From an optimization exercise on the open Yosys and OpenROAD flow, aimed at small area, a short achievable clock period and few clock cycles; shortcuts taken in it are not production practice.
Only simulation tests tie the RTL to the original design; equivalence was not proved.
Power is estimated from default activity; no workload was simulated.

$ cat design/flow/run.sh
#!/bin/bash
# synth_recipe.tcl (not shown) runs the flow's synth.tcl, then flattens the netlist and writes it again
# the make line also repeats each setting of config.mk as NAME=value (left out here)
make -C /OpenROAD-flow-scripts/flow DESIGN_CONFIG=/design/flow/config.mk WORK_HOME=/design/flow/orfs CLKGATE_MAP_FILE= SYNTH_SCRIPT=/design/flow/synth_recipe.tcl finish
$ cat design/flow/config.mk
export PLATFORM = sky130hd
export DESIGN_NAME = morse_dibit_decoder
export DESIGN_NICKNAME = morse_dibit_decoder
export VERILOG_FILES = /design/flow/design.v
export SDC_FILE = /design/flow/constraint.sdc
export NUM_CORES = 4
export LEC_CHECK = 0
export ABC_CLOCK_PERIOD_IN_PS = 2500
export CAP_MARGIN = 20
export CORE_MARGIN = 2
export CORE_UTILIZATION = 40
export SETUP_SLACK_MARGIN = 3.2
export SLEW_MARGIN = 20
$ cat design/flow/constraint.sdc
create_clock -name core_clock -period 6.0 [get_ports {clk_i}]
set_input_delay 1.2000 -clock core_clock [delete_from_list [all_inputs] [get_ports {clk_i}]]
set_output_delay 1.2000 -clock core_clock [all_outputs]
set_load 0.01 [all_outputs]
$ cat design/flow/design.v
`default_nettype none
package mdd_pkg;
  localparam int TABLE_ENTRIES = 64;
  localparam int MAX_SYMBOLS   = 8;
  localparam int IDX_IN_W = 6;
  localparam int CODE_W   = 16;
  localparam int CHAR_W   = 8;
  localparam int BYTE_W   = 8;
  localparam int KEY_W = MAX_SYMBOLS + 1;
  localparam int PAY_W = IDX_IN_W + KEY_W + 1 + CHAR_W;
  localparam int CMD_W = 1 + PAY_W;
  localparam int RES_W = CHAR_W + 2;
  localparam int ENTRY_W = 1 + KEY_W + CHAR_W;
  localparam logic [CHAR_W-1:0] SPACE_CHAR = 8'd32;
endpackage
`default_nettype wire
`default_nettype none
module mdd_fifo (
  input  wire logic                       clk_i,
  input  wire logic                       rst_ni,
  input  wire logic                       push_i,
  input  wire logic [mdd_pkg::RES_W-1:0]  data_i,
  input  wire logic                       pop_i,
  output logic      [mdd_pkg::RES_W-1:0]  data_o,
  output logic                            empty_o,
  output logic                            busy_o
);
  localparam int W = mdd_pkg::RES_W;
  logic [2:0][W-1:0] r_q;
  logic [1:0]        cnt_q, cnt_d;
  logic              empty_q, busy_q;
  logic              do_pop;
  assign do_pop  = pop_i && !empty_q;
  assign data_o  = r_q[0];
  assign empty_o = empty_q;
  assign busy_o  = busy_q;
  always_comb begin
    cnt_d = cnt_q;
    if (push_i && !do_pop) cnt_d = cnt_q + 2'd1;
    else if (do_pop && !push_i) cnt_d = cnt_q - 2'd1;
  end
  always_ff @(posedge clk_i or negedge rst_ni) begin
    if (!rst_ni) begin
      cnt_q   <= '0;
      empty_q <= 1'b1;
      busy_q  <= 1'b0;
    end else begin
      cnt_q   <= cnt_d;
      empty_q <= (cnt_d == 2'd0);
      busy_q  <= cnt_d[1];
    end
  end
  always_ff @(posedge clk_i) begin
    if (do_pop) begin
      r_q[0] <= (cnt_q >= 2'd2) ? r_q[1] : data_i;
      r_q[1] <= (cnt_q == 2'd3) ? r_q[2] : data_i;
      r_q[2] <= data_i;
    end else begin
      if (cnt_q == 2'd0) r_q[0] <= data_i;
      if (cnt_q == 2'd1) r_q[1] <= data_i;
      if (cnt_q == 2'd2) r_q[2] <= data_i;
    end
  end
endmodule
`default_nettype wire
`default_nettype none
module mdd_front (
  input  wire logic                          clk_i,
  input  wire logic                          rst_ni,
  input  wire logic                          push_i,
  output logic                               full_o,
  input  wire logic                          mode_i,
  input  wire logic [mdd_pkg::IDX_IN_W-1:0]  entry_index_i,
  input  wire logic [mdd_pkg::CODE_W-1:0]    entry_code_i,
  input  wire logic [mdd_pkg::CHAR_W-1:0]    entry_char_i,
  input  wire logic                          entry_valid_i,
  input  wire logic [mdd_pkg::BYTE_W-1:0]    data_byte_i,
  input  wire logic                          cmd_pop_i,
  output logic      [mdd_pkg::CMD_W-1:0]     cmd_o,
  output logic                               cmd_valid_o
);
  localparam int CW = mdd_pkg::CMD_W;
  logic [7:0]  s, z, zab;
  logic        formable;
  logic [8:0]  mk;
  logic [CW-1:0] cmd_in;
  logic [CW-1:0] q0_q, q1_q;
  logic          v0_q, v1_q;
  logic          take;
  logic [1:0]    n_d;
  always_comb begin
    for (int i = 0; i < 8; i++) begin
      s[i] = entry_code_i[2*i+1] ^ entry_code_i[2*i];
      z[i] = !(entry_code_i[2*i+1] | entry_code_i[2*i]);
    end
    zab[7] = z[7];
    for (int i = 6; i >= 0; i--) zab[i] = z[i] & zab[i+1];
    formable = s[0];
    for (int i = 1; i < 8; i++) formable = formable & (s[i] | zab[i]);
    mk[0] = entry_code_i[1];
    for (int k = 1; k < 8; k++) mk[k] = s[k] ? entry_code_i[2*k+1] : s[k-1];
    mk[8] = s[7];
  end
  logic [3:0] bx_nl, bx_lb, bx_tm;
  logic       bx_iv;
  logic [2:0] bx_ik;
  logic [3:0] E, P, S, D, A, Z, LS, TS;
  always_comb begin
    for (int i = 0; i < 4; i++) begin
      E[i] = !(data_byte_i[7-2*i] | data_byte_i[6-2*i]);
      P[i] = data_byte_i[7-2*i] & data_byte_i[6-2*i];
      S[i] = data_byte_i[7-2*i] ^ data_byte_i[6-2*i];
      D[i] = data_byte_i[7-2*i];
    end
    A = {E[0] | E[1] | E[2], E[0] | E[1], E[0], 1'b0};
    Z = {1'b0, E[3], E[3] | E[2], E[3] | E[2] | E[1]};
    LS = S & ~A;           
    TS = S & A & ~Z;       
    bx_nl[0] = |LS;
    bx_nl[1] = (LS[0] & (LS[1] | LS[2] | LS[3])) | (LS[1] & (LS[2] | LS[3])) |
               (LS[2] & LS[3]);
    bx_nl[2] = (LS[0] & LS[1] & (LS[2] | LS[3])) | (LS[2] & LS[3] & (LS[0] | LS[1]));
    bx_nl[3] = &LS;
    bx_lb[3] = LS[0] ? D[0] : LS[1] ? D[1] : LS[2] ? D[2] : D[3];
    bx_lb[2] = (LS[0] & LS[1]) ? D[1] :
               ((LS[0] ^ LS[1]) & LS[2]) ? D[2] : D[3];
    bx_lb[1] = (LS[0] & LS[1] & LS[2]) ? D[2] : D[3];
    bx_lb[0] = D[3];
    unique case (TS[3:1])
      3'b000: bx_tm = 4'b0001;
      3'b001: bx_tm = {3'b001, D[1]};
      3'b010: bx_tm = {3'b001, D[2]};
      3'b100: bx_tm = {3'b001, D[3]};
      3'b011: bx_tm = {2'b01, D[1], D[2]};
      3'b101: bx_tm = {2'b01, D[1], D[3]};
      3'b110: bx_tm = {2'b01, D[2], D[3]};
      default: bx_tm = {1'b1, D[1], D[2], D[3]};
    endcase
    bx_iv = 1'b0;
    bx_ik = 3'b001;
    if (E[0] & S[1] & E[2]) begin
      bx_iv = 1'b1;
      bx_ik = {2'b01, D[1]};
    end else if (E[1] & S[2] & E[3]) begin
      bx_iv = 1'b1;
      bx_ik = {2'b01, D[2]};
    end else if (E[0] & !E[1] & !E[2] & E[3] & (S[1] | S[2])) begin
      bx_iv = 1'b1;
      if (S[1] & S[2]) bx_ik = {1'b1, D[1], D[2]};
      else bx_ik = {2'b01, S[1] ? D[1] : D[2]};
    end
  end
  assign cmd_in = mode_i ? {1'b1, bx_nl, bx_lb, bx_tm, bx_iv, bx_ik, data_byte_i}
                         : {1'b0, entry_index_i, mk, entry_valid_i & formable, entry_char_i};
  assign take        = push_i && !v1_q;
  assign full_o      = v1_q;
  assign cmd_o       = q0_q;
  assign cmd_valid_o = v0_q;
  assign n_d = 2'(v0_q) + 2'(v1_q) - 2'(cmd_pop_i) + 2'(take);
  always_ff @(posedge clk_i or negedge rst_ni) begin
    if (!rst_ni) begin
      v0_q <= 1'b0;
      v1_q <= 1'b0;
    end else begin
      v0_q <= (n_d != 2'd0);
      v1_q <= (n_d == 2'd2);
    end
  end
  always_ff @(posedge clk_i) begin
    if (cmd_pop_i) begin
      q0_q <= v1_q ? q1_q : cmd_in;
    end else if (!v0_q) begin
      q0_q <= cmd_in;
    end
    if (v0_q && !v1_q && !cmd_pop_i) begin
      q1_q <= cmd_in;
    end
  end
endmodule
`default_nettype wire
`default_nettype none
module mdd_back (
  input  wire logic                       clk_i,
  input  wire logic                       rst_ni,
  input  wire logic [mdd_pkg::CMD_W-1:0]  cmd_i,
  input  wire logic                       cmd_valid_i,
  output logic                            cmd_pop_o,
  input  wire logic                       res_busy_i,
  output logic                            res_push_o,
  output logic      [mdd_pkg::RES_W-1:0]  res_o
);
  localparam int N  = mdd_pkg::TABLE_ENTRIES;
  localparam int KW = mdd_pkg::KEY_W;
  localparam int CH = mdd_pkg::CHAR_W;
  logic          c_load;
  logic [5:0]    c_slot;
  logic [KW-1:0] c_code;
  logic          c_valid;
  logic [CH-1:0] c_chr;
  logic [3:0]    x_nl, x_lb, x_tm;
  logic          x_iv;
  logic [2:0]    x_ik;
  assign c_load  = !cmd_i[mdd_pkg::CMD_W-1];
  assign c_slot  = cmd_i[mdd_pkg::PAY_W-1 -: 6];
  assign c_code  = cmd_i[CH+1 +: KW];
  assign c_valid = cmd_i[CH];
  assign c_chr   = cmd_i[CH-1:0];
  assign {x_nl, x_lb, x_tm, x_iv, x_ik} = cmd_i[mdd_pkg::PAY_W-1 -: 16];
  logic [KW-1:0] let_q;         
  logic          ovf_q;         
  logic [3:0]    dr_tok_q;      
  logic [3:0]    dr_sp_q;       
  logic          dr_fl_q;       
  logic [KW-1:0] dr_kf_q;       
  logic [2:0]    dr_ki_q;       
  logic          dr_used_q;     
  logic          tk_v_q, tk_chk_q, tk_sp_q, tk_eob_q;
  logic [KW-1:0] tk_key_q;
  logic          s1_v_q, s1_chk_q, s1_sp_q, s1_eob_q;
  logic [N-1:0]  s1_m_q;
  logic          p_v_q, p_fin_q, p_sp_q;
  logic [CH-1:0] p_chr_q;
  logic          dup_q, scan_q, arm_q;
  logic [5:0]    rot_q;
  logic [N-1:0]  ring_v_q;
  logic [N-1:0][KW+CH-1:0] ring_d_q;
  logic          stall;
  assign stall = res_busy_i;
  logic [3:0] sp, en, e1, inner;
  logic       has_end;
  always_comb begin
    logic seen_end, sym_since;
    for (int i = 0; i < 4; i++) begin
      sp[i] = c_chr[7-2*i] & c_chr[6-2*i];
      en[i] = !(c_chr[7-2*i] | c_chr[6-2*i]);
    end
    has_end = |en;
    seen_end = 1'b0;
    sym_since = 1'b0;
    for (int i = 0; i < 4; i++) begin
      e1[i]    = en[i] && !seen_end;
      inner[i] = en[i] && seen_end && sym_since;
      if (en[i]) begin
        seen_end = 1'b1;
        sym_since = 1'b0;
      end else if (!sp[i]) begin
        sym_since = 1'b1;
      end
    end
  end
  logic ge8, ge7, ge6, ge5, nonempty;
  assign ge8      = let_q[8];
  assign ge7      = ge8 | let_q[7];
  assign ge6      = ge7 | let_q[6];
  assign ge5      = ge6 | let_q[5];
  assign nonempty = |let_q[KW-1:1];
  logic a_fl, a_has_tok;
  assign a_fl = has_end && !ovf_q && (x_nl[0] || nonempty) &&
                !(x_nl[0] && ge8) && !(x_nl[1] && ge7) && !(x_nl[2] && ge6);
  assign a_has_tok = (|sp) || x_iv || a_fl;
  logic [3:0]    s_ge;
  logic [KW-1:0] a_shift;
  assign s_ge = {x_nl[3] && !ge5, x_nl[2] && !ge6, x_nl[1] && !ge7, x_nl[0] && !ge8};
  always_comb begin
    if (s_ge[3])      a_shift = {let_q[KW-5:0], x_lb[3:0]};
    else if (s_ge[2]) a_shift = {let_q[KW-4:0], x_lb[3:1]};
    else if (s_ge[1]) a_shift = {let_q[KW-3:0], x_lb[3:2]};
    else if (s_ge[0]) a_shift = {let_q[KW-2:0], x_lb[3]};
    else              a_shift = let_q;
  end
  logic [KW-1:0] a_let;
  logic          a_ovf;
  assign a_let = has_end ? KW'(x_tm) : a_shift;
  assign a_ovf = !has_end && (ovf_q || (x_nl[0] && ge8) || (x_nl[1] && ge7) ||
                              (x_nl[2] && ge6) || (x_nl[3] && ge5));
  logic          b_issue;
  logic [3:0]    b_first;      
  logic [3:0]    b_rest;
  logic          b_eob;
  logic          b_sp;
  logic [KW-1:0] b_key;
  logic          dr_free;
  logic          tk_adv;
  logic          tk_look, s1_look;
  assign tk_adv  = tk_v_q && !stall;
  assign tk_look = tk_v_q && !tk_chk_q;
  assign s1_look = s1_v_q && !s1_chk_q;
  assign b_first = dr_tok_q & ~(dr_tok_q - 4'd1);
  assign b_rest  = dr_tok_q & ~b_first;
  assign b_eob   = (b_rest == 4'd0);
  assign b_sp    = |(b_first & dr_sp_q);
  assign b_key   = (dr_fl_q && !dr_used_q) ? dr_kf_q : KW'(dr_ki_q);
  assign b_issue = (dr_tok_q != 4'd0) && (!tk_v_q || !stall) &&
                   (!dup_q || (!tk_v_q && !s1_v_q && !scan_q));
  assign dr_free = (dr_tok_q == 4'd0) || (b_issue && b_eob);
  logic a_take_byte, a_write, a_fill, a_chk;
  assign a_write     = cmd_valid_i && c_load && (dr_tok_q == 4'd0) && !tk_look &&
                       !s1_look && !scan_q && (!tk_v_q || !stall) && (c_slot == rot_q);
  assign a_chk       = a_write && c_valid;
  assign a_take_byte = cmd_valid_i && !c_load && (!a_has_tok || dr_free);
  assign a_fill      = a_take_byte && a_has_tok;
  assign cmd_pop_o   = a_write || a_take_byte;
  always_ff @(posedge clk_i or negedge rst_ni) begin
    if (!rst_ni) begin
      let_q    <= KW'(1);
      ovf_q    <= 1'b0;
      dr_tok_q <= '0;
      tk_v_q   <= 1'b0;
      s1_v_q   <= 1'b0;
      rot_q    <= 6'd62;
    end else begin
      rot_q <= rot_q + 6'd1;
      if (a_take_byte) begin
        let_q <= a_let;
        ovf_q <= a_ovf;
      end
      if (a_fill) dr_tok_q <= sp | (e1 & {4{a_fl}}) | inner;
      else if (b_issue) dr_tok_q <= b_rest;
      if (b_issue || a_chk) tk_v_q <= 1'b1;
      else if (tk_adv) tk_v_q <= 1'b0;
      s1_v_q <= tk_adv;
    end
  end
  always_ff @(posedge clk_i) begin
    if (a_fill) begin
      dr_sp_q   <= sp;
      dr_fl_q   <= a_fl;
      dr_kf_q   <= a_shift;
      dr_ki_q   <= x_ik;
      dr_used_q <= 1'b0;
    end else if (b_issue && !b_sp) begin
      dr_used_q <= 1'b1;
    end
    if (b_issue || a_chk) begin
      tk_chk_q <= !b_issue;
      tk_sp_q  <= b_issue && b_sp;
      tk_eob_q <= b_eob;
      tk_key_q <= b_issue ? b_key : c_code;
    end
  end
  always_ff @(posedge clk_i or negedge rst_ni) begin
    if (!rst_ni) begin
      ring_v_q <= '0;
    end else begin
      ring_v_q <= {a_write ? c_valid : ring_v_q[0], ring_v_q[N-1:1]};
    end
  end
  always_ff @(posedge clk_i) begin
    for (int j = 0; j < N - 1; j++) ring_d_q[j] <= ring_d_q[j+1];
    ring_d_q[N-1] <= a_write ? {c_code, c_chr} : ring_d_q[0];
  end
  logic [N-1:0] l1_m;
  always_comb begin
    for (int j = 0; j < N; j++) begin
      l1_m[j] = ring_v_q[j] && (ring_d_q[j][CH +: KW] == tk_key_q);
    end
  end
  always_ff @(posedge clk_i) begin
    s1_m_q   <= {l1_m[0], l1_m[N-1:1]};
    s1_chk_q <= tk_chk_q;
    s1_sp_q  <= tk_sp_q;
    s1_eob_q <= tk_eob_q;
  end
  logic          l2_hit, l2_dup;
  logic [CH-1:0] l2_chr;
  always_comb begin
    l2_chr = '0;
    for (int j = 0; j < N; j++) l2_chr = l2_chr | ({CH{s1_m_q[j]}} & ring_d_q[j][CH-1:0]);
    l2_hit = |s1_m_q;
    l2_dup = |(s1_m_q & ~(N'(1) << (N - 2)));
  end
  logic start_scan, found, res_ev, n_ex;
  logic [CH-1:0] n_chr;
  assign start_scan = s1_look && !s1_sp_q && l2_hit && dup_q;
  assign found      = arm_q && s1_m_q[N-1];
  assign res_ev     = (s1_look && !start_scan) || found;
  assign n_ex       = (s1_look && (s1_sp_q || (l2_hit && !dup_q))) || found;
  assign n_chr      = found ? ring_d_q[N-1][CH-1:0] :
                      s1_sp_q ? mdd_pkg::SPACE_CHAR : l2_chr;
  always_ff @(posedge clk_i or negedge rst_ni) begin
    if (!rst_ni) begin
      dup_q  <= 1'b0;
      scan_q <= 1'b0;
      arm_q  <= 1'b0;
    end else begin
      if (s1_v_q && s1_chk_q && l2_dup) dup_q <= 1'b1;
      scan_q <= (scan_q && !found) || start_scan;
      arm_q  <= (scan_q || start_scan) && !found && (arm_q || (rot_q == 6'd0));
    end
  end
  always_comb begin
    res_push_o = 1'b0;
    if (p_v_q) begin
      if (res_ev) res_push_o = p_fin_q || n_ex || s1_eob_q;
      else        res_push_o = p_fin_q && !res_busy_i;
    end
    res_o = {p_chr_q, p_sp_q, p_fin_q || !n_ex};
  end
  always_ff @(posedge clk_i or negedge rst_ni) begin
    if (!rst_ni) begin
      p_v_q <= 1'b0;
    end else begin
      if (n_ex) p_v_q <= 1'b1;
      else if (res_push_o) p_v_q <= 1'b0;
    end
  end
  always_ff @(posedge clk_i) begin
    if (n_ex) begin
      p_chr_q <= n_chr;
      p_sp_q  <= s1_sp_q && !found;
      p_fin_q <= s1_eob_q;
    end
  end
endmodule
`default_nettype wire
`default_nettype none
module morse_dibit_decoder (
  input  wire logic                          clk_i,
  input  wire logic                          rst_ni,
  input  wire logic                          push,
  output logic                               full,
  input  wire logic                          mode_i,
  input  wire logic [mdd_pkg::IDX_IN_W-1:0]  entry_index_i,
  input  wire logic [mdd_pkg::CODE_W-1:0]    entry_code_i,
  input  wire logic [mdd_pkg::CHAR_W-1:0]    entry_char_i,
  input  wire logic                          entry_valid_i,
  input  wire logic [mdd_pkg::BYTE_W-1:0]    data_byte_i,
  output logic                               empty,
  input  wire logic                          pop,
  output logic      [mdd_pkg::CHAR_W-1:0]    out_char_o,
  output logic                               is_space_o,
  output logic                               last_o
);
  logic [mdd_pkg::CMD_W-1:0] cmd;
  logic                      cmd_valid;
  logic                      cmd_pop;
  logic [mdd_pkg::RES_W-1:0] res;
  logic                      res_push;
  logic                      res_busy;
  logic [mdd_pkg::RES_W-1:0] res_out;
  mdd_front u_front (
    .clk_i        (clk_i),
    .rst_ni       (rst_ni),
    .push_i       (push),
    .full_o       (full),
    .mode_i       (mode_i),
    .entry_index_i(entry_index_i),
    .entry_code_i (entry_code_i),
    .entry_char_i (entry_char_i),
    .entry_valid_i(entry_valid_i),
    .data_byte_i  (data_byte_i),
    .cmd_pop_i    (cmd_pop),
    .cmd_o        (cmd),
    .cmd_valid_o  (cmd_valid)
  );
  mdd_back u_back (
    .clk_i      (clk_i),
    .rst_ni     (rst_ni),
    .cmd_i      (cmd),
    .cmd_valid_i(cmd_valid),
    .cmd_pop_o  (cmd_pop),
    .res_busy_i (res_busy),
    .res_push_o (res_push),
    .res_o      (res)
  );
  mdd_fifo u_res_fifo (
    .clk_i  (clk_i),
    .rst_ni (rst_ni),
    .push_i (res_push),
    .data_i (res),
    .pop_i  (pop),
    .data_o (res_out),
    .empty_o(empty),
    .busy_o (res_busy)
  );
  assign out_char_o = res_out[mdd_pkg::RES_W-1 -: mdd_pkg::CHAR_W];
  assign is_space_o = res_out[1];
  assign last_o     = res_out[0];
endmodule
`default_nettype wire
==> out/qor.yml, run 1 <==
setup_path:
  reg2reg_depth: 10
  slowest_stage: "a2111oi_4"
  worstPathArrival_ns: 3.51
  reg2reg_from: "u_front.q0_q[21]"
  worstPathMaxFanout: 6
  path_class: "register to register"
  cp-start-kind: "register"
  end_kind: "register"
  crit_start: "u_front.q0_q[21]"
  cp.required_ns: 6.62
  r2r_end: "u_front.v1_q"
  cp_cell_sequence: "or3_4 -> a2111oi_4 -> nor4_4 -> o311ai_4 -> buf_12 -> nand2_8 -> ha_4 -> fa_2 -> xnor2_2 -> and2_1"
  cpPeakStageDelay_ns: 0.47
  rrSetupSlack_ns: 3.11
die:
  die_width_um: 330
  core-area_um2: 105000
  die-height_um: 330
  io_pins: 56
  fp-row-count: 119
  start_util: 0.403
  die_area_um2: 109000
logic_synthesis:
  synth_area_leaders: "dfxtp_1, xnor2_1, edfxtp_1"
  yosys.area.top_type_share: 0.546
  syn_area_um2: 42400
  synth_cell_types: 66
  seq_area_frac_synth: 0.686
  ys.flop_type: "dfxtp_1"
  syn-num-nets: 3315
  netlist_instances: 3247
  synth_edf_count: 119
  async_flop_share: 0.0693
  yosys_warnings: 3
  yosysTopAreaCell: "dfxtp_1"
  synth.avg_cell_area_um2: 13.1
  ys_ff_latch: 1370
drt:
  wire_per_inst_um: 22.2
  ant_nets: 0
  drt_wl_total_mm: 109
  avgViaCountPerCell: 5.12
  first_iter_violations: 2119
  first_pass_iters: 5
  vias: 25000
  drc: 0
cts:
  cts-buffers-inserted: 135
  cts_tree: "done"
  cts_root_buffer: "clkbuf_16"
  cts.sinks: 1370
  clock_latency_ns: 0.75
  h-tree-depth: 4
  clkTransAtPathRegs_ns: 0.06
  cts.path.max_buffers: 3
timing:
  tightest_slew_ns: 1.14
  slew_viol_final: 0
  slew_headroom: 0.233
  rsz0062_at_grt: "yes"
  period_share: 0.482
  fmax_mhz: 346
  period_needed_ns: 2.89
  clock_skew_ns: 0.0536
  finalSetupTns_ns: 0
  hold_violations: 0
  setup_viol: 0
cells_and_area:
  fin_cells: 4891
  n_antenna_cell: 0
  fillers: 9179
  mostFrequentLayoutCells: "dfxtp_1, xnor2_1, nand2_1, nand4_1, clkbuf_16"
  final_common_cell: "dfxtp_1"
  area_growth_syn_to_layout_pct: 17.8
  nNetsFinal: 3460
  final_layout_size_suffix_gt1_frac: 0.131
  post-route-util: 0.475
global_route:
  gr-total-overflow: 0
  first_global_vias: 25600
  antenna_found_initial: 1
  grt_pass1_wl_mm: 162
  grt_start_max_net_pins: 65
  grt_usage: 0.200
power_and_ir_drop:
  leakage_uw: 0.0182
  power_uw: 24100
  powerDensity_nw_per_um2: 482
  ir_worst_vdd_v: 0.000328
place:
  placed_cells: 4597
  io_buffers: 55
  gp_routability_congestion: 0.903
  dp_hpwl_mm: 68.0
worst_hold_path:
  hp-class: "register to register"
  whs_endpoint: "u_back.ring_d_q[41]"
  min_path_cells: 0
  hp-start: "u_back.ring_d_q[58]"
flow_run:
  cap_violations: 0
run_status:
  status: "complete, no violations"
[synth_stat cells (2+ instances only)]
| cell | count |
|---|---|
| dfxtp_1 | 1156 |
| xnor2_1 | 582 |
| nand2_1 | 190 |
| nand4_1 | 165 |
| clkbuf_1 | 137 |
| a22o_1 | 123 |
| a221oi_1 | 120 |
| edfxtp_1 | 119 |
| dfrtp_1 | 88 |
| nor3_1 | 78 |
| o21ai_0 | 53 |
| inv_1 | 45 |
| nor2_1 | 42 |
| a21oi_1 | 37 |
| mux2_2 | 34 |
| nor4_1 | 30 |
| mux2i_1 | 26 |
| ha_1 | 23 |
| buf_1 | 20 |
| mux2_4 | 20 |
| a22oi_1 | 15 |
| nand3_1 | 13 |
| nor2b_1 | 13 |
| o31ai_1 | 10 |
| a211oi_1 | 9 |
| a31oi_1 | 8 |
| buf_4 | 8 |
| nand2b_1 | 8 |
| xor2_1 | 8 |
| dfstp_2 | 7 |
| and2_1 | 6 |
| o211ai_1 | 5 |
| or3_1 | 4 |
| a21o_1 | 3 |
| and3_1 | 3 |
| buf_6 | 3 |
| o22ai_1 | 3 |
| a31o_2 | 2 |
| maj3_1 | 2 |
| nand3b_1 | 2 |
| o21a_1 | 2 |
[worst max-delay path, delay by kind of cell, from the launching register on]
family	cells	cell delay, ns
compound gates	2	0.76
simple gates	4	0.69
fa+ha+maj	2	0.59
flops	1	0.43
buf+inv	1	0.17
xor+xnor	1	0.14
[layer usage]
layer / up-vias / wire, um / part of all wire / global-route usage
li1: 11600 / - / - / -
met1: 12200 / 48200 / 0.44 / 0.270
met2: 931 / 48600 / 0.45 / 0.310
met3: 253 / 8070 / 0.074 / 0.0455
met4: 2 / 3930 / 0.036 / 0.0790
met5: - / 13 / 0.00012 / 0
[registers in the layout, indices dropped and copies added (netlist names), 2 cells and up]
signal / flops
u_back.dr_ki_q: 3
u_back.dr_tok_q: 4
u_res_fifo.r_q: 30
u_back.s1_m_q: 64
u_back.let_q: 9
u_back.tk_key_q: 9
u_back.dr_sp_q: 4
u_back.dr_kf_q: 9
u_res_fifo.cnt_q: 2
u_back.ring_d_q: 1088
u_back.rot_q: 6
u_front.q1_q: 25
u_back.p_chr_q: 8
u_front.q0_q: 25
u_back.ring_v_q: 64
[layout make-up]
type | instances | area, um^2 | area share
Clock buffer | 204 | 4010 | 0.0802
Clock inverter | 41 | 518 | 0.0104
Inverter | 46 | 204 | 0.00408
Multi-Input combinational cell | 1669 | 12800 | 0.257
Sequential cell | 1370 | 29100 | 0.583
Tap cell | 1391 | 1740 | 0.0348
Timing Repair Buffer | 170 | 1560 | 0.0312
[repair_timing]
item | in CTS | in global routing
gates resized for setup | 44 | 32
setup buffers | 20 | 22
hold buffers | 0 | 0
setup endpoints to repair | 140 | 96
pin swaps | 9 | 10
gates cloned | 6 | 1
[power breakdown]
| group | switching, uW | internal [uW] | total [uW] |
|---|---|---|---|
| clock network | 3590 | 4820 | 8410 |
| logic | 2970 | 2400 | 5370 |
| registers | 381 | 9920 | 10300 |
| total | 6940 | 17100 | 24100 |
[how the worst max path moves through the flow]
stage,to,slack [ns],cells after the start
2_1_floorplan,u_front.q1_q[0],2.97,6
3_3_place_gp,u_front.q0_q[18],2.15,11
3_5_place_dp,u_front.q0_q[18],2.14,11
4_1_cts,u_front.q1_q[24],2.98,8
5_1_grt,u_front.v0_q,3.01,10
6_report,u_front.v1_q,3.11,10
[metrics by stage]
step | hold slack [ns] | instance area, um^2 | setup WS, ns
floorplan | 0.323 | 42600 | 2.97
global placement | 0.326 | 44800 | 2.15
detailed placement | 0.328 | 44800 | 2.14
CTS | 0.313 | 49700 | 2.98
global route | 0.320 | 50000 | 3.01
finish | 0.315 | 50000 | 3.11
[logic make-up (layout without fill, tap and decap cells)]
family                     count (synthesis)  count (layout)  share of synthesized area
adders and majority gates                 26              26                    0.00773
muxes                                     80              80                     0.0222
xor gates and xnor gates                 590             590                      0.122
DFF                                     1370            1370                      0.686
AOI/OAI and AO/OA                        403             403                     0.0742
and+or+nand+nor                          564             570                     0.0679
buffers and inverters                    214             461                     0.0202
Testbench counts, summed over its fixed seeds: cycles 6,565.
==> run 2: changes to the inputs <==
--- a/design/flow/design.v
+++ b/design/flow/design.v
@@ -7,7 +7,7 @@
   localparam int CHAR_W   = 8;
   localparam int BYTE_W   = 8;
   localparam int KEY_W = MAX_SYMBOLS + 1;
-  localparam int PAY_W = IDX_IN_W + KEY_W + 1 + CHAR_W;
+  localparam int PAY_W = 5 + IDX_IN_W + KEY_W + 1 + CHAR_W;
   localparam int CMD_W = 1 + PAY_W;
   localparam int RES_W = CHAR_W + 2;
   localparam int ENTRY_W = 1 + KEY_W + CHAR_W;
@@ -27,38 +27,38 @@
 );
   localparam int W = mdd_pkg::RES_W;
   logic [2:0][W-1:0] r_q;
-  logic [1:0]        cnt_q, cnt_d;
-  logic              empty_q, busy_q;
+  logic [2:0]        occ_q, occ_d;    
   logic              do_pop;
-  assign do_pop  = pop_i && !empty_q;
+  assign do_pop  = pop_i && occ_q[0];
   assign data_o  = r_q[0];
-  assign empty_o = empty_q;
-  assign busy_o  = busy_q;
   always_comb begin
-    cnt_d = cnt_q;
-    if (push_i && !do_pop) cnt_d = cnt_q + 2'd1;
-    else if (do_pop && !push_i) cnt_d = cnt_q - 2'd1;
+    if (push_i && !do_pop) occ_d = {occ_q[1:0], 1'b1};
+    else if (do_pop && !push_i) occ_d = {1'b0, occ_q[2:1]};
+    else occ_d = occ_q;
   end
+  logic empty_q, busy_q;
+  assign empty_o = empty_q;
+  assign busy_o  = busy_q;
   always_ff @(posedge clk_i or negedge rst_ni) begin
     if (!rst_ni) begin
-      cnt_q   <= '0;
+      occ_q   <= '0;
       empty_q <= 1'b1;
       busy_q  <= 1'b0;
     end else begin
-      cnt_q   <= cnt_d;
-      empty_q <= (cnt_d == 2'd0);
-      busy_q  <= cnt_d[1];
+      occ_q   <= occ_d;
+      empty_q <= !occ_d[0];
+      busy_q  <= occ_d[1];
     end
   end
   always_ff @(posedge clk_i) begin
     if (do_pop) begin
-      r_q[0] <= (cnt_q >= 2'd2) ? r_q[1] : data_i;
-      r_q[1] <= (cnt_q == 2'd3) ? r_q[2] : data_i;
+      r_q[0] <= occ_q[1] ? r_q[1] : data_i;
+      r_q[1] <= occ_q[2] ? r_q[2] : data_i;
       r_q[2] <= data_i;
     end else begin
-      if (cnt_q == 2'd0) r_q[0] <= data_i;
-      if (cnt_q == 2'd1) r_q[1] <= data_i;
-      if (cnt_q == 2'd2) r_q[2] <= data_i;
+      if (!occ_q[0]) r_q[0] <= data_i;
+      if (occ_q[0] && !occ_q[1]) r_q[1] <= data_i;
+      if (occ_q[1] && !occ_q[2]) r_q[2] <= data_i;
     end
   end
 endmodule
@@ -87,7 +87,6 @@
   logic [CW-1:0] q0_q, q1_q;
   logic          v0_q, v1_q;
   logic          take;
-  logic [1:0]    n_d;
   always_comb begin
     for (int i = 0; i < 8; i++) begin
       s[i] = entry_code_i[2*i+1] ^ entry_code_i[2*i];
@@ -101,8 +100,8 @@
     for (int k = 1; k < 8; k++) mk[k] = s[k] ? entry_code_i[2*k+1] : s[k-1];
     mk[8] = s[7];
   end
-  logic [3:0] bx_nl, bx_lb, bx_tm;
-  logic       bx_iv;
+  logic [3:0] bx_nl, bx_lb, bx_tm, bx_c;
+  logic       bx_iv, bx_st;
   logic [2:0] bx_ik;
   logic [3:0] E, P, S, D, A, Z, LS, TS;
   always_comb begin
@@ -121,6 +120,10 @@
                (LS[2] & LS[3]);
     bx_nl[2] = (LS[0] & LS[1] & (LS[2] | LS[3])) | (LS[2] & LS[3] & (LS[0] | LS[1]));
     bx_nl[3] = &LS;
+    bx_c[0] = (|E) & !bx_nl[0];
+    bx_c[1] = (|E) & bx_nl[0] & !bx_nl[1];
+    bx_c[2] = (|E) & bx_nl[1] & !bx_nl[2];
+    bx_c[3] = (|E) & bx_nl[2];
     bx_lb[3] = LS[0] ? D[0] : LS[1] ? D[1] : LS[2] ? D[2] : D[3];
     bx_lb[2] = (LS[0] & LS[1]) ? D[1] :
                ((LS[0] ^ LS[1]) & LS[2]) ? D[2] : D[3];
@@ -149,21 +152,34 @@
       if (S[1] & S[2]) bx_ik = {1'b1, D[1], D[2]};
       else bx_ik = {2'b01, S[1] ? D[1] : D[2]};
     end
+    bx_st = bx_iv | (|P);
   end
-  assign cmd_in = mode_i ? {1'b1, bx_nl, bx_lb, bx_tm, bx_iv, bx_ik, data_byte_i}
-                         : {1'b0, entry_index_i, mk, entry_valid_i & formable, entry_char_i};
+  assign cmd_in = mode_i ? {1'b1, bx_c, bx_st, bx_nl, bx_lb, bx_tm, bx_iv, bx_ik, data_byte_i}
+                         : {1'b0, 5'd0, entry_index_i, mk, entry_valid_i & formable, entry_char_i};
   assign take        = push_i && !v1_q;
   assign full_o      = v1_q;
   assign cmd_o       = q0_q;
   assign cmd_valid_o = v0_q;
-  assign n_d = 2'(v0_q) + 2'(v1_q) - 2'(cmd_pop_i) + 2'(take);
+  logic v0_d, v1_d;
+  always_comb begin
+    if (v1_q) begin
+      v0_d = 1'b1;
+      v1_d = !cmd_pop_i;
+    end else if (v0_q) begin
+      v0_d = !cmd_pop_i || take;
+      v1_d = take && !cmd_pop_i;
+    end else begin
+      v0_d = take;
+      v1_d = 1'b0;
+    end
+  end
   always_ff @(posedge clk_i or negedge rst_ni) begin
     if (!rst_ni) begin
       v0_q <= 1'b0;
       v1_q <= 1'b0;
     end else begin
-      v0_q <= (n_d != 2'd0);
-      v1_q <= (n_d == 2'd2);
+      v0_q <= v0_d;
+      v1_q <= v1_d;
     end
   end
   always_ff @(posedge clk_i) begin
@@ -197,15 +213,15 @@
   logic [KW-1:0] c_code;
   logic          c_valid;
   logic [CH-1:0] c_chr;
-  logic [3:0]    x_nl, x_lb, x_tm;
-  logic          x_iv;
+  logic [3:0]    x_nl, x_lb, x_tm, x_c;
+  logic          x_iv, x_st;
   logic [2:0]    x_ik;
   assign c_load  = !cmd_i[mdd_pkg::CMD_W-1];
-  assign c_slot  = cmd_i[mdd_pkg::PAY_W-1 -: 6];
+  assign c_slot  = cmd_i[mdd_pkg::PAY_W-6 -: 6];
   assign c_code  = cmd_i[CH+1 +: KW];
   assign c_valid = cmd_i[CH];
   assign c_chr   = cmd_i[CH-1:0];
-  assign {x_nl, x_lb, x_tm, x_iv, x_ik} = cmd_i[mdd_pkg::PAY_W-1 -: 16];
+  assign {x_c, x_st, x_nl, x_lb, x_tm, x_iv, x_ik} = cmd_i[mdd_pkg::PAY_W-1 -: 21];
   logic [KW-1:0] let_q;         
   logic          ovf_q;         
   logic [3:0]    dr_tok_q;      
@@ -249,15 +265,12 @@
     end
   end
   logic ge8, ge7, ge6, ge5, nonempty;
-  assign ge8      = let_q[8];
-  assign ge7      = ge8 | let_q[7];
-  assign ge6      = ge7 | let_q[6];
-  assign ge5      = ge6 | let_q[5];
-  assign nonempty = |let_q[KW-1:1];
+  logic [4:0] th_q;
+  assign {ge8, ge7, ge6, ge5, nonempty} = th_q;
   logic a_fl, a_has_tok;
-  assign a_fl = has_end && !ovf_q && (x_nl[0] || nonempty) &&
-                !(x_nl[0] && ge8) && !(x_nl[1] && ge7) && !(x_nl[2] && ge6);
-  assign a_has_tok = (|sp) || x_iv || a_fl;
+  assign a_fl = !ovf_q && ((x_c[0] && nonempty) || (x_c[1] && !ge8) ||
+                            (x_c[2] && !ge7) || (x_c[3] && !ge6));
+  assign a_has_tok = x_st || a_fl;
   logic [3:0]    s_ge;
   logic [KW-1:0] a_shift;
   assign s_ge = {x_nl[3] && !ge5, x_nl[2] && !ge6, x_nl[1] && !ge7, x_nl[0] && !ge8};
@@ -308,11 +321,13 @@
       tk_v_q   <= 1'b0;
       s1_v_q   <= 1'b0;
       rot_q    <= 6'd62;
+      th_q     <= '0;
     end else begin
       rot_q <= rot_q + 6'd1;
       if (a_take_byte) begin
         let_q <= a_let;
         ovf_q <= a_ovf;
+        th_q  <= {a_let[8], |a_let[8:7], |a_let[8:6], |a_let[8:5], |a_let[KW-1:1]};
       end
       if (a_fill) dr_tok_q <= sp | (e1 & {4{a_fl}}) | inner;
       else if (b_issue) dr_tok_q <= b_rest;
--- a/design/flow/config.mk
+++ b/design/flow/config.mk
@@ -9,5 +9,7 @@
 export CAP_MARGIN = 20
 export CORE_MARGIN = 2
 export CORE_UTILIZATION = 40
-export SETUP_SLACK_MARGIN = 3.2
+export CTS_CLUSTER_DIAMETER = 60
+export CTS_CLUSTER_SIZE = 30
+export SETUP_SLACK_MARGIN = 3.4
 export SLEW_MARGIN = 20
==> out/qor.yml, run 2 <==
drt:
  ant_nets: 0
  avgViaCountPerCell: 5.15
  first_pass_iters: 6
  drc: 0
  wl_met1_mm: 48.2
  vias: 24500
  met2_length_mm: 47.6
  route.met3.wl_mm: 7.63
  wire_per_inst_um: 22.6
  first_iter_violations: 2222
  drt_wl_total_mm: 107
  dr.max_layer_used: "met4"
setup_path:
  end_kind: "register"
  cp-start-kind: "register"
  cp_cell_sequence: "a22o_1 -> a221oi_1 -> nand4_1 -> nor4_1 -> o31ai_1"
  rrSetupSlack_ns: 3.40
  reg2reg_depth: 5
  reg2reg_from: "u_back.s1_m_q[36]"
  cpPeakStageDelay_ns: 0.97
  worstPathMaxFanout: 9
  slowest_stage: "nor4_1"
  path_class: "register to register"
  r2r_end: "u_back.p_chr_q[0]"
  cp.required_ns: 6.40
  worstPathArrival_ns: 3.01
die:
  start_util: 0.403
  die_width_um: 332
  io_pins: 56
  die-height_um: 332
  core-area_um2: 107000
  fp-row-count: 120
  die_area_um2: 110000
logic_synthesis:
  yosysTopAreaCell: "dfxtp_1"
  synthTopCellsByCount: "dfxtp_1, xnor2_1, nand4_1"
  syn_area_um2: 43000
  ys_ff_latch: 1385
  syn-num-nets: 3293
  yosys_warnings: 3
  seq_area_frac_synth: 0.687
  netlist_instances: 3225
  synth_edf_count: 129
  yosys.area.top_type_share: 0.539
  yosysMostFrequentCell: "dfxtp_1"
  synth_cell_types: 76
  ys.flop_type: "dfxtp_1"
  synth.avg_cell_area_um2: 13.3
  synth_area_leaders: "dfxtp_1, xnor2_1, edfxtp_1"
  async_flop_share: 0.0722
run_status:
  status: "complete, no violations"
global_route:
  first_global_vias: 24700
  antenna_found_initial: 1
  grt_start_max_net_pins: 65
  grt_pass1_wl_mm: 160
  gr-total-overflow: 0
  grt_usage: 0.192
cts:
  ctsHoldBuffers: 0
  cts.sinks: 1385
  h-tree-depth: 3
  cts_root_buffer: "clkbuf_16"
  cts.path.max_buffers: 3
  clkTransAtPathRegs_ns: 0.10
  clock_latency_ns: 0.69
  cts-buffers-inserted: 81
  cts_tree: "done"
power_and_ir_drop:
  powerDensity_nw_per_um2: 455
  leakage_uw: 0.0175
  ir_worst_vdd_v: 0.000292
timing:
  hold_violations: 0
  rsz0062_at_grt: "yes"
  clock_skew_ns: 0.0468
  fmax_mhz: 384
  slew_headroom: 0.245
  setup_viol: 0
  period_share: 0.434
  finalSetupTns_ns: 0
  slew_viol_final: 0
  tightest_slew_ns: 1.12
  period_needed_ns: 2.60
cells_and_area:
  nNetsFinal: 3352
  fillers: 9432
  area_growth_syn_to_layout_pct: 13.9
  final_common_cell: "dfxtp_1"
  design_area_um2: 48900
  n_antenna_cell: 0
  largest_reg_flops: 1088
  final_layout_size_suffix_gt1_frac: 0.130
  mostFrequentLayoutCells: "dfxtp_1, xnor2_1, nand4_1, edfxtp_1, nand2_1"
  top_register: "u_back.ring_d_q"
  layout_top_registers: "u_back.ring_d_q x1088, u_back.ring_v_q x64, u_back.s1_m_q x64"
place:
  gp_routability_congestion: 0.902
  dp_hpwl_mm: 68.5
  placed_area_um2: 45300
  io_buffers: 55
worst_hold_path:
  min_path_cells: 0
  hp-start: "u_back.ring_d_q[323]"
  whs_endpoint: "u_back.ring_d_q[306]"
  hp-class: "register to register"
flow_run:
  cap_violations: 0
-- run 2: report_power, final --
group          leakage, uW  internal [uW]  switching [uW]
Sequential          0.0119          10100             411
Clock              0.00143           2880            3570
Combinational      0.00418           2310            2980
-- run 2: worst max-delay path: cells and delay by family, from the launching register on --
family	cells	cell delay, ns
simple gates	2	1.14
compound gates	3	0.69
flops	1	0.49
-- run 2: layout make-up --
type	instances	area, um^2	area share
well taps	1403	1760	0.0359
clock inverters	62	855	0.0175
multi-input cells	1631	13100	0.268
clock buffers	87	2130	0.0436
inverters	45	218	0.00445
repair buffers	140	1280	0.0261
flip-flops and latches	1385	29600	0.604
-- run 2: worst max-delay path by stage --
stage | from | endpoint | slack, ns | cells after the start
after CTS | u_back.th_q[2] | u_back.dr_ki_q[0] | 3.41 | 7
after detailed placement | data_byte_i[3] | u_front.q0_q[19] | 2.19 | 9
after global routing | u_back.s1_m_q[1] | u_res_fifo.occ_q[1] | 3.35 | 12
final | u_back.s1_m_q[36] | u_back.p_chr_q[0] | 3.40 | 5
after global placement | data_byte_i[5] | u_front.q0_q[28] | 2.22 | 6
after floorplan | data_byte_i[7] | u_front.q0_q[18] | 3.06 | 10
-- run 2: what timing repair did --
| item | 4_1_cts | 5_1_grt |
|---|---|---|
| endpoints found under the setup margin | 165 | 65 |
| pin swaps | 14 | 13 |
| gates resized for setup | 92 | 63 |
| setup buffers | 22 | 3 |
| gates cloned | 4 | 1 |
-- run 2: metrics by stage --
stage	cells	util	setup WS [ns]	power, uW	hold WS, ns
floorplan	3225	-	3.06	14500	0.323
global placement	4574	0.425	2.22	15700	0.327
detailed placement	4574	0.425	2.19	15800	0.328
CTS	4749	0.456	3.41	22400	0.336
global route	4753	0.458	3.35	23300	0.347
finish	4753	0.458	3.40	22300	0.337
-- run 2: cell families (layout without fill, tap and decap cells) --
kind of cell	count (synthesis)	in the layout	share of synthesized area
AOI/OAI and AO/OA	408	410	0.0753
xor gates and xnor gates	588	588	0.120
adders and majority gates	26	26	0.00748
buffers and inverters	214	334	0.0200
DFF	1385	1385	0.687
muxes	93	93	0.0264
and+or+nand+nor	511	514	0.0639
-- run 2: metal layers --
metal,vias up,global-route usage
met4,0,0.0673
met2,787,0.298
li1,11400,-
met3,236,0.0363
met5,-,0
met1,12000,0.267
Testbench counts of run 2, summed over its fixed seeds: cycles 6,565.
==> run 3: changes to the inputs <==
--- a/design/flow/design.v
+++ b/design/flow/design.v
@@ -230,6 +230,11 @@
   logic [KW-1:0] dr_kf_q;       
   logic [2:0]    dr_ki_q;       
   logic          dr_used_q;     
+  logic          d1_v_q;        
+  logic [3:0]    d1_tok_q, d1_sp_q;
+  logic          d1_fl_q;
+  logic [KW-1:0] d1_kf_q;
+  logic [2:0]    d1_ki_q;
   logic          tk_v_q, tk_chk_q, tk_sp_q, tk_eob_q;
   logic [KW-1:0] tk_key_q;
   logic          s1_v_q, s1_chk_q, s1_sp_q, s1_eob_q;
@@ -305,9 +310,13 @@
   assign b_key   = (dr_fl_q && !dr_used_q) ? dr_kf_q : KW'(dr_ki_q);
   assign b_issue = (dr_tok_q != 4'd0) && (!tk_v_q || !stall) &&
                    (!dup_q || (!tk_v_q && !s1_v_q && !scan_q));
-  assign dr_free = (dr_tok_q == 4'd0) || (b_issue && b_eob);
+  logic d0_avail;
+  assign d0_avail = (dr_tok_q == 4'd0) || (b_issue && b_eob);
+  assign dr_free  = !d1_v_q || d0_avail;
   logic a_take_byte, a_write, a_fill, a_chk;
-  assign a_write     = cmd_valid_i && c_load && (dr_tok_q == 4'd0) && !tk_look &&
+  logic [3:0] a_tok;
+  assign a_tok = sp | (e1 & {4{a_fl}}) | inner;
+  assign a_write     = cmd_valid_i && c_load && (dr_tok_q == 4'd0) && !d1_v_q && !tk_look &&
                        !s1_look && !scan_q && (!tk_v_q || !stall) && (c_slot == rot_q);
   assign a_chk       = a_write && c_valid;
   assign a_take_byte = cmd_valid_i && !c_load && (!a_has_tok || dr_free);
@@ -318,6 +327,7 @@
       let_q    <= KW'(1);
       ovf_q    <= 1'b0;
       dr_tok_q <= '0;
+      d1_v_q   <= 1'b0;
       tk_v_q   <= 1'b0;
       s1_v_q   <= 1'b0;
       rot_q    <= 6'd62;
@@ -329,23 +339,44 @@
         ovf_q <= a_ovf;
         th_q  <= {a_let[8], |a_let[8:7], |a_let[8:6], |a_let[8:5], |a_let[KW-1:1]};
       end
-      if (a_fill) dr_tok_q <= sp | (e1 & {4{a_fl}}) | inner;
-      else if (b_issue) dr_tok_q <= b_rest;
+      if (d0_avail) begin
+        if (d1_v_q) dr_tok_q <= d1_tok_q;
+        else if (a_fill) dr_tok_q <= a_tok;
+        else dr_tok_q <= '0;
+        d1_v_q <= d1_v_q && a_fill;
+      end else begin
+        if (b_issue) dr_tok_q <= b_rest;
+        d1_v_q <= d1_v_q || a_fill;
+      end
       if (b_issue || a_chk) tk_v_q <= 1'b1;
       else if (tk_adv) tk_v_q <= 1'b0;
       s1_v_q <= tk_adv;
     end
   end
   always_ff @(posedge clk_i) begin
-    if (a_fill) begin
-      dr_sp_q   <= sp;
-      dr_fl_q   <= a_fl;
-      dr_kf_q   <= a_shift;
-      dr_ki_q   <= x_ik;
+    if (d0_avail) begin
+      if (d1_v_q) begin
+        dr_sp_q <= d1_sp_q;
+        dr_fl_q <= d1_fl_q;
+        dr_kf_q <= d1_kf_q;
+        dr_ki_q <= d1_ki_q;
+      end else begin
+        dr_sp_q <= sp;
+        dr_fl_q <= a_fl;
+        dr_kf_q <= a_shift;
+        dr_ki_q <= x_ik;
+      end
       dr_used_q <= 1'b0;
     end else if (b_issue && !b_sp) begin
       dr_used_q <= 1'b1;
     end
+    if (!d1_v_q || d0_avail) begin
+      d1_tok_q <= a_tok;
+      d1_sp_q  <= sp;
+      d1_fl_q  <= a_fl;
+      d1_kf_q  <= a_shift;
+      d1_ki_q  <= x_ik;
+    end
     if (b_issue || a_chk) begin
       tk_chk_q <= !b_issue;
       tk_sp_q  <= b_issue && b_sp;
--- a/design/flow/config.mk
+++ b/design/flow/config.mk
@@ -11,5 +11,5 @@
 export CORE_UTILIZATION = 40
 export CTS_CLUSTER_DIAMETER = 60
 export CTS_CLUSTER_SIZE = 30
-export SETUP_SLACK_MARGIN = 3.4
+export SETUP_SLACK_MARGIN = 3.6
 export SLEW_MARGIN = 20
==> out/qor.yml, run 3 <==
worst_hold_path:
  hp-start: "u_back.ring_d_q[974]"
  min_path_cells: 0
  whs_endpoint: "u_back.ring_d_q[957]"
  hp-class: "register to register"
drt:
  drc: 0
  wl_met1_mm: 50.6
  drt_wl_total_mm: 111
  dr.max_layer_used: "met4"
  avgViaCountPerCell: 5.19
  wire_per_inst_um: 22.7
  met2_length_mm: 49.3
  route.met3.wl_mm: 7.92
  first_pass_iters: 7
  vias: 25400
  ant_nets: 0
  first_iter_violations: 2550
cells_and_area:
  design_area_um2: 51000
  multi_input_area_um2: 13800
  fillers: 9614
  mostFrequentLayoutCells: "dfxtp_1, xnor2_1, nand4_1, edfxtp_1, nand2_1"
  ff_latch_area_um2: 30300
  final_layout_size_suffix_gt1_frac: 0.167
  final_common_cell: "dfxtp_1"
  area_growth_syn_to_layout_pct: 15.8
  n_antenna_cell: 0
  nNetsFinal: 3481
  largest_reg_flops: 1088
  fin_cells: 4891
  layout_top_registers: "u_back.ring_d_q x1088, u_back.ring_v_q x64, u_back.s1_m_q x64"
  top_register: "u_back.ring_d_q"
global_route:
  antenna_found_initial: 1
  first_global_vias: 25600
  grt_usage: 0.195
  grt_pass1_wl_mm: 166
  grt_start_max_net_pins: 65
  gr-total-overflow: 0
logic_synthesis:
  synth_top_family_by_area: "XOR/XNOR gates"
  synth_compound_area_frac: 0.0748
  synth_edf_count: 150
  syn_area_um2: 44000
  syn-num-nets: 3372
  synth_mux_area_frac: 0.0298
  synth_xor_area_frac: 0.117
  yosys_warnings: 3
  synthAdderAreaFrac: 0.00776
  synthTopCellsByCount: "dfxtp_1, xnor2_1, nand4_1"
  ys.flop_type: "dfxtp_1"
  seq_area_frac_synth: 0.686
  ys_ff_latch: 1407
  netlist_instances: 3304
  yosysTopAreaCell: "dfxtp_1"
  synth_area_leaders: "dfxtp_1, xnor2_1, edfxtp_1"
  yosys.area_share.simple: 0.0638
  synth_cell_types: 72
  synth.avg_cell_area_um2: 13.3
  async_flop_share: 0.0718
  yosysMostFrequentCell: "dfxtp_1"
  yosys.area.top_type_share: 0.526
setup_path:
  reg2reg_from: "u_back.s1_m_q[42]"
  r2r_end: "u_res_fifo.busy_q"
  cpPeakStageDelay_ns: 0.54
  slowest_stage: "dfstp_2"
  reg2reg_depth: 12
  worstPathMaxFanout: 1
  end_kind: "output port"
  cp-start-kind: "register"
  worstPathArrival_ns: 1.27
  crit_family: "flip-flops"
  path_class: "register to output port"
  cp_cell_sequence: "buf_6"
  path_buf_inv: 1
  rrSetupSlack_ns: 3.53
  cp.required_ns: 4.80
timing:
  period_share: 0.412
  slew_headroom: 0.384
  period_needed_ns: 2.47
  setup_viol: 0
  tightest_slew_ns: 0.922
  slew_viol_final: 0
  rsz0062_at_grt: "yes"
  hold_violations: 0
  clock_skew_ns: 0.0579
  finalSetupTns_ns: 0
  fmax_mhz: 404
place:
  placed_area_um2: 46400
  gp_routability_congestion: 0.915
  dp_hpwl_mm: 70.1
  placed_cells: 4653
  io_buffers: 55
cts:
  clock_latency_ns: 0.69
  h-tree-depth: 3
  cts_tree: "done"
  cts.path.max_buffers: 3
  cts-buffers-inserted: 79
  cts.sinks: 1407
  clkTransAtPathRegs_ns: 0.10
  cts_root_buffer: "clkbuf_16"
power_and_ir_drop:
  combinationalPowerShare: 0.251
  switchingPower_uw: 7230
  seq_power_share: 0.471
  leakage_uw: 0.0183
  clkPwrFrac: 0.278
  p_int_uw: 15900
  powerDensity_nw_per_um2: 453
  ir_worst_vdd_v: 0.000252
  swShare: 0.313
die:
  core-area_um2: 109000
  die-height_um: 336
  fp-row-count: 121
  start_util: 0.404
  die_area_um2: 113000
  io_pins: 56
  die_width_um: 336
flow_run:
  cap_violations: 0
run_status:
  status: "complete, no violations"
==> run 3: cell count changes in the layout (fill, tap and decap cells not counted), sizes merged, moves of 7 or more <==
cell,change
buf,+77
clkinv,-9
o31ai,-7
mux2,+14
edfxtp,+21
nand2,+22
==> run 3: metrics by stage <==
stage | hold slack [ns] | utilization | setup slack [ns] | total power [uW]
global route | 0.322 | 0.468 | 3.40 | 24200
detailed placement | 0.328 | 0.426 | 2.10 | 16400
global placement | 0.324 | 0.426 | 2.15 | 16300
finish | 0.314 | 0.468 | 3.53 | 23100
floorplan | 0.323 | - | 2.87 | 15000
CTS | 0.323 | 0.461 | 3.47 | 23100
==> run 3: area by class of cell <==
| cell class | count | share of cell area |
|---|---|---|
| sequential | 1407 | 0.594 |
| multi-input combinational | 1675 | 0.270 |
| clock buffer | 91 | 0.0409 |
| timing repair buffer | 203 | 0.0395 |
| tap | 1414 | 0.0347 |
| clock inverter | 54 | 0.0161 |
| inverter | 47 | 0.00434 |
==> run 3: cell families (layout without fill, tap and decap cells) <==
kind of cell | Yosys count | in the layout
AO/OA/AOI/OAI | 414 | 415
multiplexers | 109 | 109
adder cells (fa/ha/maj) | 28 | 28
XOR/XNOR | 588 | 588
flip-flops | 1407 | 1407
AND/OR/NAND/NOR | 533 | 535
buffers and inverters | 225 | 395
==> run 3: power groups by stage <==
stage	combinational, uW	clock, uW	sequential, uW
2_1_floorplan	4240	0	10800
3_3_place_gp	5240	0	11100
3_5_place_dp	5290	0	11100
4_1_cts	5690	6520	10900
5_1_grt	6340	6880	10900
6_report	5800	6420	10900
==> run 3: timing repair <==
| action | in CTS | in global routing |
|---|---|---|
| buffers inserted | 52 | 36 |
| cloned | 5 | 0 |
| endpoints found under the setup margin | 219 | 174 |
| hold buffers | 0 | 0 |
| gates resized for setup | 256 | 87 |
| pin swaps | 33 | 31 |
==> run 3: worst max path at each step <==
stage	slack (ns)	to	start	cells after the start
finish	3.53	empty	u_res_fifo.empty_q	1
global route	3.40	u_res_fifo.busy_q	u_back.s1_m_q[42]	13
CTS	3.47	empty	u_res_fifo.empty_q	1
detailed placement	2.10	u_front.q0_q[12]	data_byte_i[5]	9
global placement	2.15	u_front.q0_q[12]	data_byte_i[5]	9
floorplan	2.87	u_front.q1_q[0]	u_back.th_q[2]	6
==> run 3: routing by layer <==
metal / vias to the layer above / global-route usage
met3: 193 / 0.0359
li1: 11800 / -
met4: 0 / 0.0655
met2: 886 / 0.302
met1: 12500 / 0.275
met5: - / 0
Testbench counts of run 3, summed over its fixed seeds: cycles 6,290.
==> run 4: changes to the inputs <==
--- a/design/flow/design.v
+++ b/design/flow/design.v
@@ -36,18 +36,18 @@
     else if (do_pop && !push_i) occ_d = {1'b0, occ_q[2:1]};
     else occ_d = occ_q;
   end
-  logic empty_q, busy_q;
-  assign empty_o = empty_q;
+  logic nempty_q, busy_q;
+  assign empty_o = !nempty_q;
   assign busy_o  = busy_q;
   always_ff @(posedge clk_i or negedge rst_ni) begin
     if (!rst_ni) begin
-      occ_q   <= '0;
-      empty_q <= 1'b1;
-      busy_q  <= 1'b0;
+      occ_q    <= '0;
+      nempty_q <= 1'b0;
+      busy_q   <= 1'b0;
     end else begin
-      occ_q   <= occ_d;
-      empty_q <= !occ_d[0];
-      busy_q  <= occ_d[1];
+      occ_q    <= occ_d;
+      nempty_q <= occ_d[0];
+      busy_q   <= occ_d[1];
     end
   end
   always_ff @(posedge clk_i) begin
@@ -188,7 +188,7 @@
     end else if (!v0_q) begin
       q0_q <= cmd_in;
     end
-    if (v0_q && !v1_q && !cmd_pop_i) begin
+    if (!v1_q) begin
       q1_q <= cmd_in;
     end
   end
@@ -239,6 +239,7 @@
   logic [KW-1:0] tk_key_q;
   logic          s1_v_q, s1_chk_q, s1_sp_q, s1_eob_q;
   logic [N-1:0]  s1_m_q;
+  logic [7:0]    s1_gh_q;       
   logic          p_v_q, p_fin_q, p_sp_q;
   logic [CH-1:0] p_chr_q;
   logic          dup_q, scan_q, arm_q;
@@ -403,6 +404,7 @@
   end
   always_ff @(posedge clk_i) begin
     s1_m_q   <= {l1_m[0], l1_m[N-1:1]};
+    for (int g = 0; g < 8; g++) s1_gh_q[g] <= |l1_m[8*g +: 8];
     s1_chk_q <= tk_chk_q;
     s1_sp_q  <= tk_sp_q;
     s1_eob_q <= tk_eob_q;
@@ -412,7 +414,7 @@
   always_comb begin
     l2_chr = '0;
     for (int j = 0; j < N; j++) l2_chr = l2_chr | ({CH{s1_m_q[j]}} & ring_d_q[j][CH-1:0]);
-    l2_hit = |s1_m_q;
+    l2_hit = |s1_gh_q;
     l2_dup = |(s1_m_q & ~(N'(1) << (N - 2)));
   end
   logic start_scan, found, res_ev, n_ex;
--- a/design/flow/config.mk
+++ b/design/flow/config.mk
@@ -8,7 +8,7 @@
 export ABC_CLOCK_PERIOD_IN_PS = 2500
 export CAP_MARGIN = 20
 export CORE_MARGIN = 2
-export CORE_UTILIZATION = 40
+export CORE_UTILIZATION = 65
 export CTS_CLUSTER_DIAMETER = 60
 export CTS_CLUSTER_SIZE = 30
 export SETUP_SLACK_MARGIN = 3.6
==> out/qor.yml, run 4 <==
logic_synthesis:
  yosysMostFrequentCell: "dfxtp_1"
  synth.avg_cell_area_um2: 12.8
  async_flop_share: 0.0707
  yosysTopAreaCell: "dfxtp_1"
  synth_cell_types: 68
  netlist_instances: 3445
  synth_edf_count: 120
  ys.flop_type: "dfxtp_1"
  syn-num-nets: 3513
  seq_area_frac_synth: 0.679
  yosys_warnings: 3
  ys_ff_latch: 1414
  synth_area_leaders: "dfxtp_1, xnor2_1, edfxtp_1"
  yosys.area.top_type_share: 0.541
  syn_area_um2: 44200
  synthTopCellsByCount: "dfxtp_1, xnor2_1, nand2_1"
cts:
  h-tree-depth: 3
  cts.sinks: 1414
  cts_tree: "done"
  clkTransAtPathRegs_ns: 0.11
  cts-buffers-inserted: 70
  cts.path.max_buffers: 3
  cts_root_buffer: "clkbuf_16"
  ctsHoldBuffers: 0
  clock_latency_ns: 0.66
setup_path:
  path_class: "register to register"
  end_kind: "register"
  cp.required_ns: 6.37
  worstPathArrival_ns: 2.92
  cp-start-kind: "register"
  worstPathMaxFanout: 7
power_and_ir_drop:
  ir_worst_vdd_v: 0.000362
  powerDensity_nw_per_um2: 454
  leakage_uw: 0.0178
cells_and_area:
  top_register: "u_back.ring_d_q"
  largest_reg_flops: 1088
  area_growth_syn_to_layout_pct: 11.0
  mostFrequentLayoutCells: "dfxtp_1, xnor2_1, nand2_1, nand4_1, a221oi_1"
  layout_top_registers: "u_back.ring_d_q x1088, u_back.ring_v_q x64, u_back.s1_m_q x64"
  final_common_cell: "dfxtp_1"
  final_layout_size_suffix_gt1_frac: 0.121
  fillers: 4470
  nNetsFinal: 3535
worst_hold_path:
  hp-class: "register to register"
flow_run:
  cap_violations: 0
global_route:
  grt_start_max_net_pins: 65
  gr-total-overflow: 0
  first_global_vias: 27500
  met3_usage: 0.0688
  grt_usage: 0.324
  met1_usage: 0.441
  grt_pass1_wl_mm: 171
  antenna_found_initial: 0
  grt_use_met2: 0.518
  grt_busiest_layer: "met2"
drt:
  ant_nets: 0
  drc: 0
  first_iter_violations: 2487
  avgViaCountPerCell: 6.06
  first_pass_iters: 6
  wire_per_inst_um: 25.8
  drt_wl_total_mm: 113
  vias: 26600
timing:
  period_share: 0.424
  rsz0062_at_grt: "yes"
  fmax_mhz: 393
  setup_viol: 0
  slew_headroom: 0.301
  period_needed_ns: 2.55
  tightest_slew_ns: 1.05
  clock_skew_ns: 0.0498
  slew_viol_final: 0
  finalSetupTns_ns: 0
  hold_violations: 0
  finalHoldWorstSlack_ns: 0.304
place:
  gp_routability_congestion: 0.949
  io_buffers: 55
  dp_hpwl_mm: 70.9
die:
  core-area_um2: 67300
  io_pins: 56
  die_area_um2: 70100
  die_width_um: 265
  fp-row-count: 95
  start_util: 0.657
  die-height_um: 265
run_status:
  status: "complete, no violations"
-- run 4: cell count changes after synthesis, sizes merged, moves of 12 or more --
cell    before   now
o21ai       46    69
mux2        87    74
inv         47    59
dfxtp     1156  1194
nor4        29    46
edfxtp     150   120
nand2      151   220
-- run 4: metrics by stage --
| stage | cells | cell area (um^2) | power, uW | setup slack [ns] | utilization |
|---|---|---|---|---|---|
| after floorplan | 3445 | 44600 | 14900 | 3.04 | - |
| after global placement | 4217 | 45700 | 16100 | 2.13 | 0.679 |
| after detailed placement | 4218 | 45700 | 16200 | 2.11 | 0.679 |
| after CTS | 4386 | 48800 | 22200 | 3.47 | 0.725 |
| after global routing | 4394 | 49100 | 23300 | 3.42 | 0.729 |
| final | 4395 | 49100 | 22300 | 3.45 | 0.730 |
-- run 4: routing by layer --
layer	routed length [um]	share of wire
met4	4130	0.036
met3	9720	0.086
met1	48000	0.42
met5	0	0
met2	51400	0.45
-- run 4: critical path, stage by stage, from the launching register on --
cell and delay (ns):
dfrtp_2 0.45, buf_6 0.12, or2_4 0.28, a2111oi_4 0.41
nor4_4 0.12, a221o_4 0.44, buf_12 0.16, mux2_4 0.29
-- run 4: timing repair --
action / CTS / global route
buffers inserted: 38 / 7
endpoints found under the setup margin: 220 / 129
pin swaps: 25 / 11
gates resized for setup: 190 / 65
gates cloned: 4 / 1
-- run 4: power breakdown --
group          total [uW]  internal, uW  switching (uW)
logic                5800          2540            3260
clock network        5680          2510            3170
registers           10800         10300             484
-- run 4: worst paths after layout --
kind	startpoint	endpoint	slack (ns)	cells past startpoint
max reg2reg	u_back.dr_tok_q[1]	u_front.q0_q[23]	3.45	7
min in group asynchronous	rst_ni	u_back.ring_v_q[29]	0.50	1
min	u_back.ring_d_q[991]	u_back.ring_d_q[974]	0.30	0
min reg2reg	u_back.ring_d_q[991]	u_back.ring_d_q[974]	0.30	0
max	u_back.dr_tok_q[1]	u_front.q0_q[23]	3.45	7
max in group asynchronous	rst_ni	u_front.v1_q	4.51	2
-- run 4: cells by family after synthesis --
kind of cell	synth area share
multiplexers	0.0246
adder cells (fa/ha/maj)	0.00770
AO/OA/AOI/OAI	0.0785
flip-flops	0.679
XOR/XNOR	0.116
AND/OR/NAND/NOR	0.0723
buffers and inverters	0.0215
-- run 4: area by class of cell --
| class | instances | area [um^2] | share of cell area |
|---|---|---|---|
| antenna | 1 | 2.50 | 0.0000510 |
| inverter | 59 | 292 | 0.00594 |
| tap | 873 | 1090 | 0.0223 |
| clock inverter | 39 | 487 | 0.00992 |
| sequential | 1414 | 30100 | 0.612 |
| multi-input combinational | 1796 | 14000 | 0.285 |
| timing repair buffer | 126 | 1250 | 0.0255 |
| clock buffer | 87 | 1910 | 0.0389 |
Testbench counts of run 4, summed over its fixed seeds: cycles 6,290.

re-timing with driven ports:
No port has a modelled driver above. Below, the same layouts with a new extraction and two added sets of constraints. Step 1, drivers: a clkbuf_16 drives clk_i and a buf_2 each remaining input, both assumed. Step 2, shift: input delay + t, output delay - t, t = (earliest + latest rising clock arrival at the registers) / 2. This alone moves slack from input paths to output paths. a / b / c = no drivers / after step 1 / after step 2; a / b = the first two.
run | t, ns | slack for setup (ns) | worst hold slack (ns) | worst setup path at the end | clock arrival spread, ns
run 1 | 0.791 | 3.106 / 3.106 / 2.615 | 0.315 / 0.315 / 0.315 | input to register | 0.054 / 0.053
run 2 | 0.731 | 3.397 / 3.381 / 2.751 | 0.337 / 0.337 / 0.337 | input to register | 0.061 / 0.062
run 3 | 0.731 | 3.525 / 3.455 / 2.819 | 0.314 / 0.314 / 0.314 | input to register | 0.063 / 0.064
run 4 | 0.701 | 3.454 / 3.454 / 2.856 | 0.304 / 0.304 / 0.304 | input to register | 0.055 / 0.055
After both steps setup and hold are still met in every run listed. For run 3, which loses most, drivers alone change the setup slack by -0.070 ns; drivers and shift together by -0.706 ns.
